Source: an optimization exercise on an open RTL-to-GDS flow (aim: small area, a short achievable clock period and few clock cycles). Production flows keep margins and buffers that such runs may drop. No functional check of the RTL was part of any run shown here. Power is estimated from default activity; no workload was simulated.

==> flow/design.v, too long to show whole: its modules and the start of the top module <==
// module fa_cell: 11 lines
// module ha_cell: 10 lines
// module bsel_cell: 11 lines
// module mac_b: 622 lines
// module mac_c: 117 lines
// module lenet_top: 267 lines
module lenet_top
(
    input  wire                     clk,
    input  wire                     rst,
    input  wire lenet_pkg::mem_wr_t img_wr,
    input  wire lenet_pkg::kernel_t kernel,
    input  wire                     start,
    output logic                    busy,
    output logic                    finish,
    output lenet_pkg::pool_result_t result
);
  // ...
==> flow/flow/run.sh <==
#!/bin/bash
set -euo pipefail
MARGIN=6.7
sed "s/\"\${@:-finish}\"/SETUP_SLACK_MARGIN=${MARGIN} BUFFER_PORTS_ARGS='-buffer_cell sky130_fd_sc_hd__buf_2' \"\${@:-finish}\"/" standard.sh > standard_margin.sh
grep -q "SETUP_SLACK_MARGIN=${MARGIN}" standard_margin.sh
bash standard_margin.sh synth > standard_synth.log 2>&1
openroad -no_init -exit flow/downsize.tcl > downsize.log 2>&1
bash standard_margin.sh > standard_margin.log 2>&1
==> flow/flow/downsize.tcl <==
# swap oversized combinational cells of the synthesized netlist for their
# smallest drive strength (same function); registers are not touched
set res orfs/results/$::env(FLOW_PLATFORM)/lenet_top/base
read_liberty $::env(FLOW_HOME)/platforms/$::env(FLOW_PLATFORM)/lib/sky130_fd_sc_hd__tt_025C_1v80.lib
read_db $res/1_synth.odb
set swaps {sky130_fd_sc_hd__a22oi_2 sky130_fd_sc_hd__a22oi_1}
set n 0
foreach inst [get_cells *] {
  set master [get_property [get_lib_cells -of_objects $inst] name]
  if {[dict exists $swaps $master]} {
    replace_cell $inst [dict get $swaps $master]
    incr n
  }
}
puts "downsized $n cells"
write_db $res/1_synth.odb
==> flow/standard.sh <==
#!/bin/bash
# synth_recipe.tcl (not shown) runs the flow's synth.tcl, then flattens the netlist and writes it again
# the make line also repeats each setting of config.mk as NAME=value (left out here)
make -C /OpenROAD-flow-scripts/flow DESIGN_CONFIG=/design/flow/config.mk WORK_HOME=/design/flow/orfs CLKGATE_MAP_FILE= SYNTH_SCRIPT=/design/flow/synth_recipe.tcl "${@:-finish}"
==> flow/config.mk <==
export PLATFORM = sky130hd
export DESIGN_NAME = lenet_top
export DESIGN_NICKNAME = lenet_top
export VERILOG_FILES = /design/flow/design.v
export SDC_FILE = /design/flow/constraint.sdc
export NUM_CORES = 4
export LEC_CHECK = 0
export CAP_MARGIN = 20
export CORE_MARGIN = 2
export CORE_UTILIZATION = 40
export SLEW_MARGIN = 20
export SYNTH_HIERARCHICAL = 1
export SYNTH_MINIMUM_KEEP_SIZE = 0
==> flow/constraint.sdc <==
create_clock -name core_clock -period 10.0 [get_ports {clk}]
set_input_delay 2.0000 -clock core_clock [delete_from_list [all_inputs] [get_ports {clk}]]
set_output_delay 2.0000 -clock core_clock [all_outputs]
set_load 0.01 [all_outputs]
==> summary.txt, run 1 <==
Status
  – Result of the run: complete, no violations

Layout
  – Share of final layout cell area taken by non-clock buffers: 1.81%
  – Largest register FFs: 512
  – Non-filler instance count after layout: 7464
  – Biggest Area Class: multi-input combinational cells

Min path
  – Worst-case hold path end point: t1[3]
  – Count of cells along the worst hold path: 0

Clock tree
  – Worst-Skew Late Latency: 0.83 ns
  – Root Buffer: clkbuf_16

GRT
  – Vias in the first global route: 44700
  – Largest net degree at the start of global routing: 104
  – Global-route wire length before repair: 321000 µm

Power and ir drop
  – Total combinational power: 11.7 mW
  – Switching fraction of total power: 39.5%
  – Fraction of power consumed by the clock network: 21.2%
  – Logic gate share of total power: 48.9%

Critical path
  – Reg-to-reg startpoint: win[4][0]
  – Biggest fanout along the worst timing path: 16
  – Worst setup path start: win[4][0]
  – Count of cells along the worst register-to-register path: 5
  – Crit-path cells: a22oi_1 > xnor2_1 > fa_1 > fa_1 > fa_1

Placed design
  – Area after DPL: 0.0698 mm²
  – Final HPWL from detailed placement: 166000 µm

Routing
  – Final wirelength: 226000 µm

Timing
  – Max Clock Freq: 295 MHz

Synthesis
  – Syn_area_per_cell: 13.2 µm²
==> module lenet_top, before the edit <==
module lenet_top
(
    input  wire                     clk,
    input  wire                     rst,
    input  wire lenet_pkg::mem_wr_t img_wr,
    input  wire lenet_pkg::kernel_t kernel,
    input  wire                     start,
    output logic                    busy,
    output logic                    finish,
    output lenet_pkg::pool_result_t result
);
    localparam int ACC_W = 20;
    logic       running;
    logic       a_act;       
    logic [1:0] rp;          
    logic [2:0] col;         
    logic       a_last;
    logic       rest1;       
    logic       rest2;
    logic       shift;
    logic       b_vld, c_vld, d_vld, e_vld;
    logic       b_last, c_last, d_last, e_last;
    logic [1:0] b_rp, c_rp, d_rp, e_rp;
    logic [2:0] b_col, c_col, d_col, e_col;
    assign a_last = a_act && rp == 2'd2 && col == 3'd5;
    assign shift  = (a_act && rp == 2'd2) || rest1 || rest2;
    always_ff @(posedge clk)
    begin
        if (rst)
        begin
            running <= 1'b0;
            a_act   <= 1'b0;
            rest1   <= 1'b0;
            rest2   <= 1'b0;
            b_vld   <= 1'b0;
            c_vld   <= 1'b0;
            d_vld   <= 1'b0;
            e_vld   <= 1'b0;
            b_last  <= 1'b0;
            c_last  <= 1'b0;
            d_last  <= 1'b0;
            e_last  <= 1'b0;
            finish  <= 1'b0;
        end
        else
        begin
            rest1  <= a_last;
            rest2  <= rest1;
            b_vld  <= a_act;
            c_vld  <= b_vld;
            d_vld  <= c_vld;
            e_vld  <= d_vld;
            b_last <= a_last;
            c_last <= b_last;
            d_last <= c_last;
            e_last <= d_last;
            finish <= e_last;
            if (!running)
            begin
                running <= start;
                a_act   <= start;
            end
            else
            begin
                if (a_last)
                    a_act <= 1'b0;
                if (e_last)
                    running <= 1'b0;
            end
        end
    end
    always_ff @(posedge clk)
    begin
        if (!running)
        begin
            rp  <= '0;
            col <= '0;
        end
        else if (a_act)
        begin
            rp <= rp + 2'd1;
            if (rp == 2'd2)
            begin
                rp  <= '0;
                col <= col + 3'd1;
            end
        end
        b_rp  <= rp;
        c_rp  <= b_rp;
        d_rp  <= c_rp;
        e_rp  <= d_rp;
        b_col <= col;
        c_col <= b_col;
        d_col <= c_col;
        e_col <= d_col;
    end
    assign busy = running;
    logic [8-1:0] img [64];
    lenet_pkg::mem_wr_t wr_q;    
    always_ff @(posedge clk)
        wr_q <= img_wr;
    genvar gi;
    generate
        for (gi = 0; gi < 64; gi++)
        begin : g_img
            always_ff @(posedge clk)
            begin
                if (wr_q.en && wr_q.addr == gi)
                    img[gi] <= wr_q.data;
                else if (shift)
                    img[gi] <= img[(gi & 56) | ((gi + 1) & 7)];
            end
        end
    endgenerate
    logic [8:0][3:0]   one_q, two_q, neg_q;
    logic [7:0]        bias_q;
    logic [ACC_W-1:0]  krow_q;
    logic [8:0][8:0]   wx;       
    always_comb
        for (int t = 0; t < 9; t++)
            wx[t] = {kernel.weight[t], 1'b0};
    always_ff @(posedge clk)
    begin
        for (int t = 0; t < 9; t++)
            for (int i = 0; i < 4; i++)
            begin
                one_q[t][i] <= wx[t][2 * i + 1] ^ wx[t][2 * i];
                two_q[t][i] <= (wx[t][2 * i + 2] & ~wx[t][2 * i + 1] & ~wx[t][2 * i])
                             | (~wx[t][2 * i + 2] & wx[t][2 * i + 1] & wx[t][2 * i]);
                neg_q[t][i] <= wx[t][2 * i + 2];
            end
        bias_q <= kernel.bias;
    end
    logic [3:0]        cnt_q [4];
    logic [10:0]       n_q;
    logic [8:0]        bias32_q;
    logic [ACC_W-1:0]  kx, ky, kz, ks, kc;
    genvar gd;
    generate
        for (gd = 0; gd < 4; gd++)
        begin : g_cnt
            logic [8:0] b;
            logic       s0, s1, s2, c0, c1, c2, s3, c3, s4, c4, h1, hc, h2, h3;
            always_comb
                for (int t = 0; t < 9; t++)
                    b[t] = wx[t][2 * gd + 2];
            fa_cell f0_i (.a(b[0]), .b(b[1]), .c(b[2]), .s(s0), .co(c0));
            fa_cell f1_i (.a(b[3]), .b(b[4]), .c(b[5]), .s(s1), .co(c1));
            fa_cell f2_i (.a(b[6]), .b(b[7]), .c(b[8]), .s(s2), .co(c2));
            fa_cell f3_i (.a(s0), .b(s1), .c(s2), .s(s3), .co(c3));
            fa_cell f4_i (.a(c0), .b(c1), .c(c2), .s(s4), .co(c4));
            ha_cell h0_i (.a(c3), .b(s4), .s(h1), .co(hc));
            ha_cell h1_i (.a(c4), .b(hc), .s(h2), .co(h3));
            always_ff @(posedge clk)
                cnt_q[gd] <= {h3, h2, h1, s3};
        end
    endgenerate
    always_comb
    begin
        kx = ACC_W'({{(ACC_W - 13){bias32_q[8]}}, bias32_q, 4'b0});
        ky = ACC_W'(n_q);
        kz = {~n_q, 9'b0};
        ks = kx ^ ky ^ kz;
        kc = ((kx & ky) | (kx & kz) | (ky & kz)) << 1;
    end
    always_ff @(posedge clk)
    begin
        n_q      <= 11'(cnt_q[0]) + (11'(cnt_q[1]) << 2) + (11'(cnt_q[2]) << 4) + (11'(cnt_q[3]) << 6);
        bias32_q <= {bias_q[7], bias_q} + 9'd32;
        krow_q   <= ks + kc;
    end
    logic [8-1:0] win [4][3];
    always_ff @(posedge clk)
    begin
        for (int i = 0; i < 4; i++)
            for (int k = 0; k < 3; k++)
                case (rp)
                    2'd0:    win[i][k] <= img[(i    ) * 8 + k];
                    2'd1:    win[i][k] <= img[(i + 2) * 8 + k];
                    default: win[i][k] <= img[(i + 4) * 8 + k];
                endcase
    end
    logic [8:0][7:0] p0, p1;
    always_comb
    begin
        for (int t = 0; t < 9; t++)
        begin
            p0[t] = win[t / 3][t % 3];
            p1[t] = win[t / 3 + 1][t % 3];
        end
    end
    logic [101-1:0] rb0, rb1, rb0_q, rb1_q;
    mac_b mb0_i (.p(p0), .one(one_q), .two(two_q), .neg(neg_q), .r(rb0));
    mac_b mb1_i (.p(p1), .one(one_q), .two(two_q), .neg(neg_q), .r(rb1));
    always_ff @(posedge clk)
    begin
        rb0_q <= rb0;
        rb1_q <= rb1;
    end
    logic [ACC_W-1:0] sa0, sb0, sa1, sb1;
    logic [ACC_W-1:4] sa0_q, sb0_q, sa1_q, sb1_q;
    logic             cy0_q, cy1_q;
    logic [4:0]       lo0, lo1;
    mac_c mc0_i (.r(rb0_q), .k(krow_q), .sa(sa0), .sb(sb0));
    mac_c mc1_i (.r(rb1_q), .k(krow_q), .sa(sa1), .sb(sb1));
    assign lo0 = 5'(sa0[3:0]) + 5'(sb0[3:0]);
    assign lo1 = 5'(sa1[3:0]) + 5'(sb1[3:0]);
    always_ff @(posedge clk)
    begin
        sa0_q <= sa0[ACC_W-1:4];
        sb0_q <= sb0[ACC_W-1:4];
        sa1_q <= sa1[ACC_W-1:4];
        sb1_q <= sb1[ACC_W-1:4];
        cy0_q <= lo0[4];
        cy1_q <= lo1[4];
    end
    function automatic logic [6:0] clamp(input logic [ACC_W-5:0] a);
        if (a[ACC_W-5])
            clamp = 7'd0;
        else if (|a[ACC_W-6:7])
            clamp = 7'd127;
        else
            clamp = a[6:0];
    endfunction
    logic [ACC_W-4:0] e0, e1;
    logic [6:0]       c0_q, c1_q;
    assign e0 = {sa0_q, cy0_q} + {sb0_q, cy0_q};
    assign e1 = {sa1_q, cy1_q} + {sb1_q, cy1_q};
    always_ff @(posedge clk)
    begin
        c0_q <= clamp(e0[ACC_W-4:1]);
        c1_q <= clamp(e1[ACC_W-4:1]);
    end
    logic [6:0] pm, t0, t1, t2, bm;
    logic       g01, g0t, g1t;
    always_comb
    begin
        g01 = c0_q > c1_q;
        g0t = c0_q > t2;
        g1t = c1_q > t2;
        pm  = g01 ? c0_q : c1_q;
        if (g01 && g0t)
            bm = c0_q;
        else if (!g01 && g1t)
            bm = c1_q;
        else
            bm = t2;
    end
    always_ff @(posedge clk)
    begin
        t0 <= pm;
        t1 <= t0;
        t2 <= t1;
    end
    logic [6:0] res [9];
    generate
        for (gi = 0; gi < 9; gi++)
        begin : g_res
            always_ff @(posedge clk)
            begin
                if (e_vld && e_col[0] && e_rp == gi / 3 && e_col[2:1] == gi % 3)
                    res[gi] <= bm;
            end
            assign result.value[gi] = {1'b0, res[gi]};
        end
    endgenerate
endmodule
==> run 2, diff against run 1 <==
--- a/flow/design.v
+++ b/flow/design.v
@@ -807,6 +807,6 @@
     logic       running;
-    logic       a_act;       
+    logic       b_act;       
     logic [1:0] rp;          
     logic [2:0] col;         
-    logic       a_last;
+    logic       b_last;
     logic       rest1;       
@@ -814,8 +814,8 @@
     logic       shift;
-    logic       b_vld, c_vld, d_vld, e_vld;
-    logic       b_last, c_last, d_last, e_last;
-    logic [1:0] b_rp, c_rp, d_rp, e_rp;
-    logic [2:0] b_col, c_col, d_col, e_col;
-    assign a_last = a_act && rp == 2'd2 && col == 3'd5;
-    assign shift  = (a_act && rp == 2'd2) || rest1 || rest2;
+    logic       c_vld, d_vld, e_vld;
+    logic       c_last, d_last, e_last;
+    logic [1:0] c_rp, d_rp, e_rp;
+    logic [2:0] c_col, d_col, e_col;
+    assign b_last = b_act && rp == 2'd2 && col == 3'd5;
+    assign shift  = (b_act && rp == 2'd2) || rest1 || rest2;
     always_ff @(posedge clk)
@@ -825,6 +825,5 @@
             running <= 1'b0;
-            a_act   <= 1'b0;
+            b_act   <= 1'b0;
             rest1   <= 1'b0;
             rest2   <= 1'b0;
-            b_vld   <= 1'b0;
             c_vld   <= 1'b0;
@@ -832,3 +831,2 @@
             e_vld   <= 1'b0;
-            b_last  <= 1'b0;
             c_last  <= 1'b0;
@@ -840,9 +838,7 @@
         begin
-            rest1  <= a_last;
+            rest1  <= b_last;
             rest2  <= rest1;
-            b_vld  <= a_act;
-            c_vld  <= b_vld;
+            c_vld  <= b_act;
             d_vld  <= c_vld;
             e_vld  <= d_vld;
-            b_last <= a_last;
             c_last <= b_last;
@@ -854,3 +850,3 @@
                 running <= start;
-                a_act   <= start;
+                b_act   <= start;
             end
@@ -858,4 +854,4 @@
             begin
-                if (a_last)
-                    a_act <= 1'b0;
+                if (b_last)
+                    b_act <= 1'b0;
                 if (e_last)
@@ -872,3 +868,3 @@
         end
-        else if (a_act)
+        else if (b_act)
         begin
@@ -881,8 +877,6 @@
         end
-        b_rp  <= rp;
-        c_rp  <= b_rp;
+        c_rp  <= rp;
         d_rp  <= c_rp;
         e_rp  <= d_rp;
-        b_col <= col;
-        c_col <= b_col;
+        c_col <= col;
         d_col <= c_col;
@@ -909,4 +903,2 @@
     logic [8:0][3:0]   one_q, two_q, neg_q;
-    logic [7:0]        bias_q;
-    logic [ACC_W-1:0]  krow_q;
     logic [8:0][8:0]   wx;       
@@ -925,8 +917,9 @@
             end
-        bias_q <= kernel.bias;
     end
+    localparam logic [ACC_W-1:0] KCONST = ACC_W'(-15 * (2 ** 9 + 2 ** 11 + 2 ** 13 + 2 ** 15));
     logic [3:0]        cnt_q [4];
-    logic [10:0]       n_q;
-    logic [8:0]        bias32_q;
-    logic [ACC_W-1:0]  kx, ky, kz, ks, kc;
+    logic [ACC_W-1:0]  kx_q;
+    logic [ACC_W-1:0]  krow_q;
+    always_ff @(posedge clk)
+        kx_q <= ACC_W'({{(ACC_W - 12){kernel.bias[7]}}, kernel.bias, 4'b0}) + KCONST;
     genvar gd;
@@ -951,18 +944,15 @@
     endgenerate
+    logic [3:0] ncnt [4];
     always_comb
-    begin
-        kx = ACC_W'({{(ACC_W - 13){bias32_q[8]}}, bias32_q, 4'b0});
-        ky = ACC_W'(n_q);
-        kz = {~n_q, 9'b0};
-        ks = kx ^ ky ^ kz;
-        kc = ((kx & ky) | (kx & kz) | (ky & kz)) << 1;
-    end
+        for (int i = 0; i < 4; i++)
+            ncnt[i] = ~cnt_q[i];
     always_ff @(posedge clk)
-    begin
-        n_q      <= 11'(cnt_q[0]) + (11'(cnt_q[1]) << 2) + (11'(cnt_q[2]) << 4) + (11'(cnt_q[3]) << 6);
-        bias32_q <= {bias_q[7], bias_q} + 9'd32;
-        krow_q   <= ks + kc;
-    end
+        krow_q <= kx_q
+                + (ACC_W'(cnt_q[0]))       + (ACC_W'(cnt_q[1]) << 2)
+                + (ACC_W'(cnt_q[2]) << 4)  + (ACC_W'(cnt_q[3]) << 6)
+                + (ACC_W'(ncnt[0]) << 9)   + (ACC_W'(ncnt[1]) << 11)
+                + (ACC_W'(ncnt[2]) << 13)  + (ACC_W'(ncnt[3]) << 15);
     logic [8-1:0] win [4][3];
-    always_ff @(posedge clk)
+    logic [8:0][7:0]    p0, p1;
+    always_comb
     begin
@@ -971,10 +961,6 @@
                 case (rp)
-                    2'd0:    win[i][k] <= img[(i    ) * 8 + k];
-                    2'd1:    win[i][k] <= img[(i + 2) * 8 + k];
-                    default: win[i][k] <= img[(i + 4) * 8 + k];
+                    2'd0:    win[i][k] = img[(i    ) * 8 + k];
+                    2'd1:    win[i][k] = img[(i + 2) * 8 + k];
+                    default: win[i][k] = img[(i + 4) * 8 + k];
                 endcase
-    end
-    logic [8:0][7:0] p0, p1;
-    always_comb
-    begin
         for (int t = 0; t < 9; t++)
==> flow/flow/run.sh (replaced) <==
#!/bin/bash
set -euo pipefail
MARGIN=6.6
sed "s/\"\${@:-finish}\"/SETUP_SLACK_MARGIN=${MARGIN} \"\${@:-finish}\"/" standard.sh > standard_margin.sh
grep -q "SETUP_SLACK_MARGIN=${MARGIN}" standard_margin.sh
bash standard_margin.sh > standard_margin.log 2>&1
removed: flow/flow/downsize.tcl
==> summary.txt, run 2 <==
Critical path
  – Critical Path AT: 4.22 ns
  – Crit start category: flip-flop
  – Data required time of the critical path: 10.68 ns
  – Biggest fanout along the worst timing path: 7 (-9)
  – Crit-path cells: buf_12 > clkbuf_16 > clkbuf_16 > mux2i_4 > o21ai_4 > buf_12 > buf_12 > a22oi_2 > xnor2_1 > fa_1 > fa_2 > fa_2
  – Highest cell delay on the worst timing path: 0.62 ns
  – Endpoint class of the critical path: flip-flop
  – Max stage delay cell, worst path: fa_2
  – Worst setup path category: reg -> reg
  – CP dominant cell by count: buf_12

Clock tree
  – Worst-Skew Late Latency: 0.80 ns (-0.03 ns)
  – Clk slew on worst S/H paths: 0.07 ns
  – Root Buffer: clkbuf_16
  – Buffer levels on the longest clock path: 3
  – Clock buffers created by TritonCTS: 116
  – H-tree levels: 3
  – TritonCTS clock tree: done
  – CTS Sinks: 1077

GRT
  – Vias in the first global route: 45700 (+2.3%)
  – Initial antenna violation count: 11
  – Overflow after GRT: 0
  – Most utilized layer in the global route result: met2
  – Largest net degree at the start of global routing: 65 (-38%)
  – Total global-route track usage: 26.4%
  – Global routing usage on met1: 34.8%
  – Global-route wire length before repair: 330000 µm (+2.7%)
  – Global routing met3 resource utilization: 6.36%
  – Met2 usage in global routing: 41.0%

Layout
  – Largest register FFs: 512 (unchanged)
  – Most common library cell in the layout ignoring fill and taps: xnor2_1
  – Post-layout utilization of the core: 48.0%
  – Number of filler instances in the final layout: 14600
  – Non-filler instance count after layout: 7660 (+2.6%)
  – Post-layout nets: 6187
  – Growth of design area from synthesis to finish: 19.0%
  – Share of cells above drive strength 1: 39.1%
  – Largest registers in the final layout: img: 512 flops, rb0_q: 101 flops, rb1_q: 101 flops
  – Top reg by flops: img
  – Commonest non-fill, non-tap cells in the layout: 590 x xnor2_1, 575 x edfxtp_1, 517 x fa_1

Synthesis
  – Yosys warning count: 12
  – Flop and latch count out of synthesis: 1077
  – EDFF count, synth: 575
  – Syn_area_per_cell: 13.5 µm² (+2.4%)
  – Prevailing post-synth register cell: edfxtp_1
  – Most instantiated library cell after synthesis: xnor2_1
  – Cell type contributing the most total cell area after synthesis: edfxtp_1
  – Fraction of synthesized cell area taken by the top area cell type: 25.3%
  – Count of mapped cells out of synthesis: 5055
  – Leading post-synthesis cells by cell area: edfxtp_1 25%, fa_1 19%, dfxtp_1 15%
  – Top cells by count, synth: 669 x xnor2_1, 642 x fa_1, 575 x edfxtp_1, 510 x mux2_2, 504 x a22oi_2
  – Number of library cell types mapped by synthesis: 74
  – Async set or reset register ratio after synthesis: 0%
  – Combined area of all synthesized cells: 0.0684 mm²
  – Fraction of the yosys area taken by sequential cells: 40.0%

Timing
  – Post-route worst setup slack: 6.46 ns
  – Share of the clock period used by the worst path after layout: 35.4%
  – Number of hold violations in the final report: 0
  – Setup repair after global routing missed its margin: true
  – Setup Total Neg Slack: 0 ns
  – Final setup viols: 0
  – Max Clock Freq: 282 MHz (-4.2%)
  – Pins over their slew limit: 0
  – Worst Skew: 0.0593 ns
  – Least-Margin Pin Slew: 1.19 ns
  – Relative slew slack: 20.4%
  – Post-layout min period: 3.54 ns

Floorplan
  – Core area: 0.170 mm²
  – Vertical extent of the die: 417 µm
  – Number of core rows: 151
  – Die Width: 417 µm
  – IO Count: 172
  – Die area: 0.174 mm²
  – Effective utilization at floorplan: 40.3%

Routing
  – First-pass detailed-route iteration total: 6
  – Final wirelength: 237000 µm (+4.9%)
  – First-iteration detailed-routing DRC count: 4444
  – Number of vias after detailed routing: 44700
  – Residual DRC count: 0
  – Routed length per instance: 30.9 µm
  – Ratio of routed vias to standard cells: 5.83
  – Post-route ant nets: 0

Min path
  – Class of the most critical hold timing path: reg -> reg

Job
  – Maxcap violations: 0

Placed design
  – Post-Place Worst Slack: 5.02 ns
  – Placed Cells: 7143
  – Number of buffers added on ports: 162
  – Final HPWL from detailed placement: 163000 µm (-2.0%)
  – Global placer's final weighted congestion: 0.924

Status
  – Result of the run: complete, no violations

Power and ir drop
  – Areal power density over the cells: 299 mW/mm²
  – Power after layout: 24.3 mW
  – Highest ir drop seen on vdd: 0.590 mV
  – Leakage dissipation: 28.3 nW
-- run 2: area by class of cell --
class	count	area, µm²	share of cell area, %
inverters	54	203	0.249
clock buffers	136	3080	3.79
flip-flops and latches	1077	27400	33.6
repair buffers	564	6140	7.55
clock inverters	83	795	0.976
well taps	2218	2780	3.41
diodes	2	5.00	0.00615
multi-input cells	3526	41000	50.4
-- run 2: worst max-delay path: cells and delay by family, from the launching register on --
family | cells | cell delay, ns
flops | 1 | 0.39
buf+inv | 5 | 0.80
mux | 1 | 0.28
fa+ha+maj | 3 | 1.55
xor+xnor | 1 | 0.18
compound gates | 2 | 0.22
-- run 2: worst paths after layout --
kind | startpoint | end | slack [ns] | cells past startpoint
max | rp[0] | rb0_q[69] | 6.46 | 12
min | t1[2] | t2[2] | 0.32 | 0
max reg2reg | rp[0] | rb0_q[69] | 6.46 | 12
min reg2reg | t1[2] | t2[2] | 0.32 | 0
-- run 2: kinds of logic (layout without fill, tap and decap cells) --
kind of cell | count (synthesis) | in the layout | synth area share (%)
xor+xnor | 711 | 711 | 9.11
mux | 622 | 622 | 10.1
flops | 1077 | 1077 | 40.0
fa+ha+maj | 750 | 750 | 20.8
compound gates | 818 | 818 | 11.9
other cells | 3 | 15 | 0.0165
buf+inv | 462 | 837 | 4.19
simple gates | 612 | 612 | 4.01
-- run 2: where the power goes --
part / internal [mW] / total [mW] / switching [mW]
Sequential: 5.86 / 6.51 / 0.650
Combinational: 5.77 / 13.4 / 7.62
Clock: 2.46 / 4.40 / 1.94
Total: 14.1 / 24.3 / 10.2
-- run 2: per-layer routing --
layer	wire [µm]	vias up
li1	-	18300
met1	93700	22900
met2	106000	2642
met3	23400	779
met4	13700	10
met5	57	-
-- run 2: modules after synthesis, one instance, submodules excluded --
module	times used	area, µm²	cells inside	flops+latches
bsel_cell	504	21.3	2	0
mac_b	2	1660	245	0
mac_c	2	304	41	0
lenet_top	1	40800	2819	1077
fa_cell	630	20.0	1	0
ha_cell	26	12.5	1	0
-- run 2: what timing repair did --
action | 4_1_cts | 5_1_grt
gates resized for setup | 368 | 337
cloned | 7 | 11
pin swaps | 76 | 82
hold buffers | 0 | 0
setup buffers | 218 | 60
endpoints found under the setup margin | 272 | 228
-- run 2: per-stage QoR --
step	hold slack (ns)	instance area, µm²
3_3_place_gp	0.310	71700
2_1_floorplan	0.310	69100
6_report	0.318	81400
5_1_grt	0.335	81400
4_1_cts	0.324	79000
3_5_place_dp	0.312	71700
==> run 3, diff against run 2 <==
--- a/flow/config.mk
+++ b/flow/config.mk
@@ -10,2 +10,4 @@
 export CORE_UTILIZATION = 40
+export CTS_CLUSTER_DIAMETER = 100
+export CTS_CLUSTER_SIZE = 30
 export SLEW_MARGIN = 20
==> summary.txt, run 3 <==
Status
  – Result of the run: complete, no violations

Timing
  – Pins over their slew limit: 0 (unchanged)
  – WHS: 0.338 ns (+0.0204 ns)
  – Least-Margin Pin Slew: 1.23 ns (+0.0344 ns)
  – Share of the clock period used by the worst path after layout: 36.3% (+0.89 points)
  – Post-route worst setup slack: 6.37 ns (-0.0892 ns)
  – Setup Total Neg Slack: 0 ns (unchanged)
  – Relative slew slack: 18.1% (-2.3 points)
  – Max Clock Freq: 275 MHz (-2.5%)
  – Worst Skew: 0.0514 ns (-0.00787 ns)
  – Number of hold violations in the final report: 0 (unchanged)
  – Final setup viols: 0 (unchanged)
  – Post-layout min period: 3.63 ns (+0.0892 ns)
  – Setup repair after global routing missed its margin: true

Power and ir drop
  – Power after layout: 22.8 mW (-6.2%)
  – Highest ir drop seen on vdd: 0.621 mV (+5.3%)
  – Leakage dissipation: 27.8 nW (-1.8%)
  – Areal power density over the cells: 283 mW/mm² (-5.4%)

Floorplan
  – Core area: 0.170 mm² (unchanged)
  – Vertical extent of the die: 417 µm (unchanged)
  – IO Count: 172 (unchanged)
  – Effective utilization at floorplan: 40.3% (unchanged)
  – Die Width: 417 µm (unchanged)
  – Number of core rows: 151 (unchanged)
  – Die area: 0.174 mm² (unchanged)

Synthesis
  – Fraction of synthesized cell area taken by the top area cell type: 25.3% (unchanged)
  – Number of library cell types mapped by synthesis: 74 (unchanged)
  – Cell type contributing the most total cell area after synthesis: edfxtp_1
  – Leading post-synthesis cells by cell area: edfxtp_1 25%, fa_1 19%, dfxtp_1 15%
  – EDFF count, synth: 575 (unchanged)
  – Yosys warning count: 12 (unchanged)
  – Combined area of all synthesized cells: 0.0684 mm² (unchanged)
  – Fraction of the yosys area taken by sequential cells: 40.0% (unchanged)
  – Count of mapped cells out of synthesis: 5055 (unchanged)
  – Prevailing post-synth register cell: edfxtp_1
  – Most instantiated library cell after synthesis: xnor2_1
  – Flop and latch count out of synthesis: 1077 (unchanged)
  – Syn_area_per_cell: 13.5 µm² (unchanged)
  – Top cells by count, synth: 669 x xnor2_1, 642 x fa_1, 575 x edfxtp_1, 510 x mux2_2, 504 x a22oi_2
  – Async set or reset register ratio after synthesis: 0% (unchanged)

Critical path
  – Worst setup path start: rp[0]
  – Crit start category: flip-flop
  – Biggest fanout along the worst timing path: 7 (unchanged)
  – Data required time of the critical path: 10.60 ns (-0.08 ns)
  – Reg-to-reg startpoint: rp[0]
  – Count of cells along the worst register-to-register path: 12 (unchanged)
  – Max stage delay cell, worst path: fa_2
  – Family with the most delay on the worst path: adder cells
  – Highest cell delay on the worst timing path: 0.68 ns (+0.06 ns)
  – Worst setup path category: reg -> reg
  – Crit-path cells: buf_12 > buf_16 > buf_16 > buf_8 > mux2i_4 > o21ai_4 > buf_12 > a22oi_2 > xnor2_2 > fa_2 > fa_2 > fa_2
  – Critical Path AT: 4.23 ns (about the same)
  – Critical path buffers and inverters: 5 (unchanged)
  – CP dominant cell by count: fa_2
  – Endpoint class of the critical path: flip-flop
  – Path length in cells of the critical path: 12 (unchanged)

Layout
  – Growth of design area from synthesis to finish: 18.0%
  – Non-filler instance count after layout: 7573 (-1.1%)
  – Largest registers in the final layout: img: 512 flops, rb0_q: 101 flops, rb1_q: 101 flops
  – Reg area: 0.0274 mm² (about the same)
  – Commonest non-fill, non-tap cells in the layout: 575 x edfxtp_1, 554 x xnor2_1, 510 x mux2_2
  – Non-Filler Cell Area, Final: 0.0807 mm² (-0.86%)
  – Area of the multi-input gates: 0.0416 mm² (+1.4%)
  – Most common library cell in the layout ignoring fill and taps: edfxtp_1
  – Top reg by flops: img
  – Number of filler instances in the final layout: 14600 (+0.082%)
  – Share of cells above drive strength 1: 40.3% (+1.2 points)
  – Post-layout nets: 6166 (-0.34%)
  – Post-layout utilization of the core: 47.5% (-0.41 points)
  – Largest register FFs: 512 (unchanged)

Placed design
  – Area after DPL: 0.0717 mm² (unchanged)
  – Post-Place Worst Slack: 5.02 ns (unchanged)
  – Number of buffers added on ports: 162 (unchanged)
  – Global placer's final weighted congestion: 0.924 (unchanged)
  – Placed Cells: 7143 (unchanged)
  – Final HPWL from detailed placement: 163000 µm (unchanged)

GRT
  – Largest net degree at the start of global routing: 65 (unchanged)
  – Initial antenna violation count: 6 (-5)
  – Overflow after GRT: 0 (unchanged)
  – Total global-route track usage: 26.8% (+0.36 points)
  – Vias in the first global route: 45700 (-0.031%)
  – Global-route wire length before repair: 334000 µm (+1.4%)

Routing
  – First-iteration detailed-routing DRC count: 4719 (+6.2%)
  – Post-route ant nets: 0 (unchanged)
  – Number of vias after detailed routing: 44600 (-0.11%)
  – Routed length per instance: 31.5 µm (+2.0%)
  – Residual DRC count: 0 (unchanged)
  – Final wirelength: 239000 µm (+0.81%)
  – First-pass detailed-route iteration total: 5 (-1)
  – Ratio of routed vias to standard cells: 5.89 (+1.0%)

Clock tree
  – Buffer levels on the longest clock path: 3 (unchanged)
  – Clock buffers created by TritonCTS: 50 (-57%)
  – H-tree levels: 2 (-1)
  – Worst-Skew Late Latency: 0.73 ns (-0.07 ns)
  – TritonCTS clock tree: done
  – Root Buffer: clkbuf_16
  – Clk slew on worst S/H paths: 0.11 ns (+0.04 ns)
  – Number of buffers added to fix hold violations after cts: 0 (unchanged)
  – CTS Sinks: 1077 (unchanged)

Job
  – Maxcap violations: 0 (unchanged)

Min path
  – Class of the most critical hold timing path: reg -> reg
  – Count of cells along the worst hold path: 0 (unchanged)
  – Hold path startpoint: d_col[0]
[run 3: changes by cell type in the layout (fill, tap and decap cells not counted), moves of 17 or more]
cell | before | now
buf_12 | 103 | 120
buf_2 | 43 | 16
clkdlybuf4s15_1 | 4 | 37
clkbuf_16 | 128 | 55
fa_2 | 125 | 232
xnor2_2 | 79 | 115
fa_1 | 517 | 410
xnor2_1 | 590 | 554
[run 3: where the power goes]
group	internal, mW	total (mW)	switching, mW	leakage [nW]
registers	5.85	6.50	0.651	9.39
clock network	1.11	2.70	1.59	0.845
logic	5.87	13.6	7.72	17.6
[run 3: path summary, 6_finish.rpt]
| kind | endpoint | slack, ns |
|---|---|---|
| setup / recovery | rb0_q[14] | 6.37 |
| hold / removal | e_col[0] | 0.34 |
| setup reg to reg | rb0_q[14] | 6.37 |
| hold reg to reg | e_col[0] | 0.34 |
[run 3: per-layer routing]
metal / global-route usage, % / wire length [µm] / up-vias
met5: 0 / 58 / -
met4: 13.1 / 14500 / 8
met3: 7.04 / 24300 / 821
met2: 41.7 / 107000 / 2627
met1: 34.7 / 92600 / 23000
li1: - / - / 18200
[run 3: logic make-up after synthesis]
group / share of synthesized area [%]
flip-flops: 40.0
XOR/XNOR: 9.11
other: 0.0165
adder cells (fa/ha/maj): 20.8
AND/OR/NAND/NOR: 4.01
buffers and inverters: 4.19
AO/OA/AOI/OAI: 11.9
multiplexers: 10.1
[run 3: Yosys stat by module (local to each module, per instance)]
module,flip-flops and latches,copies in the design,cell area (µm²)
lenet_top,1077,1,40800
mac_b,0,2,1660
mac_c,0,2,304
bsel_cell,0,504,21.3
fa_cell,0,630,20.0
ha_cell,0,26,12.5
[run 3: area by class of cell]
class	count	area share [%]
antenna	1	0.00310
clock buffer	64	1.68
clock inverter	24	0.504
inverter	54	0.251
multi-input combinational	3526	51.6
sequential	1077	33.9
tap	2218	3.44
timing repair buffer	609	8.64
[run 3: repair_timing]
action,CTS,global route
cloned,18,3
resized for setup,512,315
pin swaps,141,142
hold endpoints to repair,0,0
endpoints found under the setup margin,279,231
setup buffers,273,47
[run 3: worst register-to-register path, stage by stage, from the launching register on]
cell and delay, ns:
dfxtp_4 0.39, buf_12 0.14, buf_16 0.16, buf_16 0.16, buf_8 0.14, mux2i_4 0.20
o21ai_4 0.25, buf_12 0.17, a22oi_2 0.08, xnor2_2 0.20, fa_2 0.49, fa_2 0.68
fa_2 0.47

[separate check: timing with driven ports]
How much do the figures lean on ideal ports? The routed layouts below were timed once more, with nothing changed but the port constraints.
Step 1 sets driving cells, clkbuf_16 on the clock port and buf_2 on the other inputs (assumed; they add their load-dependent delay and slew).
Step 2, shift: input delay + t, output delay - t, t = (earliest + latest rising clock arrival at the registers) / 2. This alone moves slack from input paths to output paths.
a / b / c = ideal / step 1 / step 2; a / b = the first two.
run	t (ns)	setup slack, ns	worst hold slack (ns)	worst register clock-pin slew, ns
run 1	0.895	6.608 / 6.570 / 6.199	0.325 / 0.325 / 0.325	0.07 / 0.07
run 2	0.853	6.458 / 6.458 / 5.754	0.318 / 0.318 / 0.318	0.07 / 0.07
run 3	0.794	6.369 / 6.369 / 5.775	0.338 / 0.338 / 0.338	0.12 / 0.12
After both steps setup and hold are still met in every run listed. For run 2, which loses most, drivers alone change the setup slack by 0.000 ns; drivers and shift together by -0.704 ns.
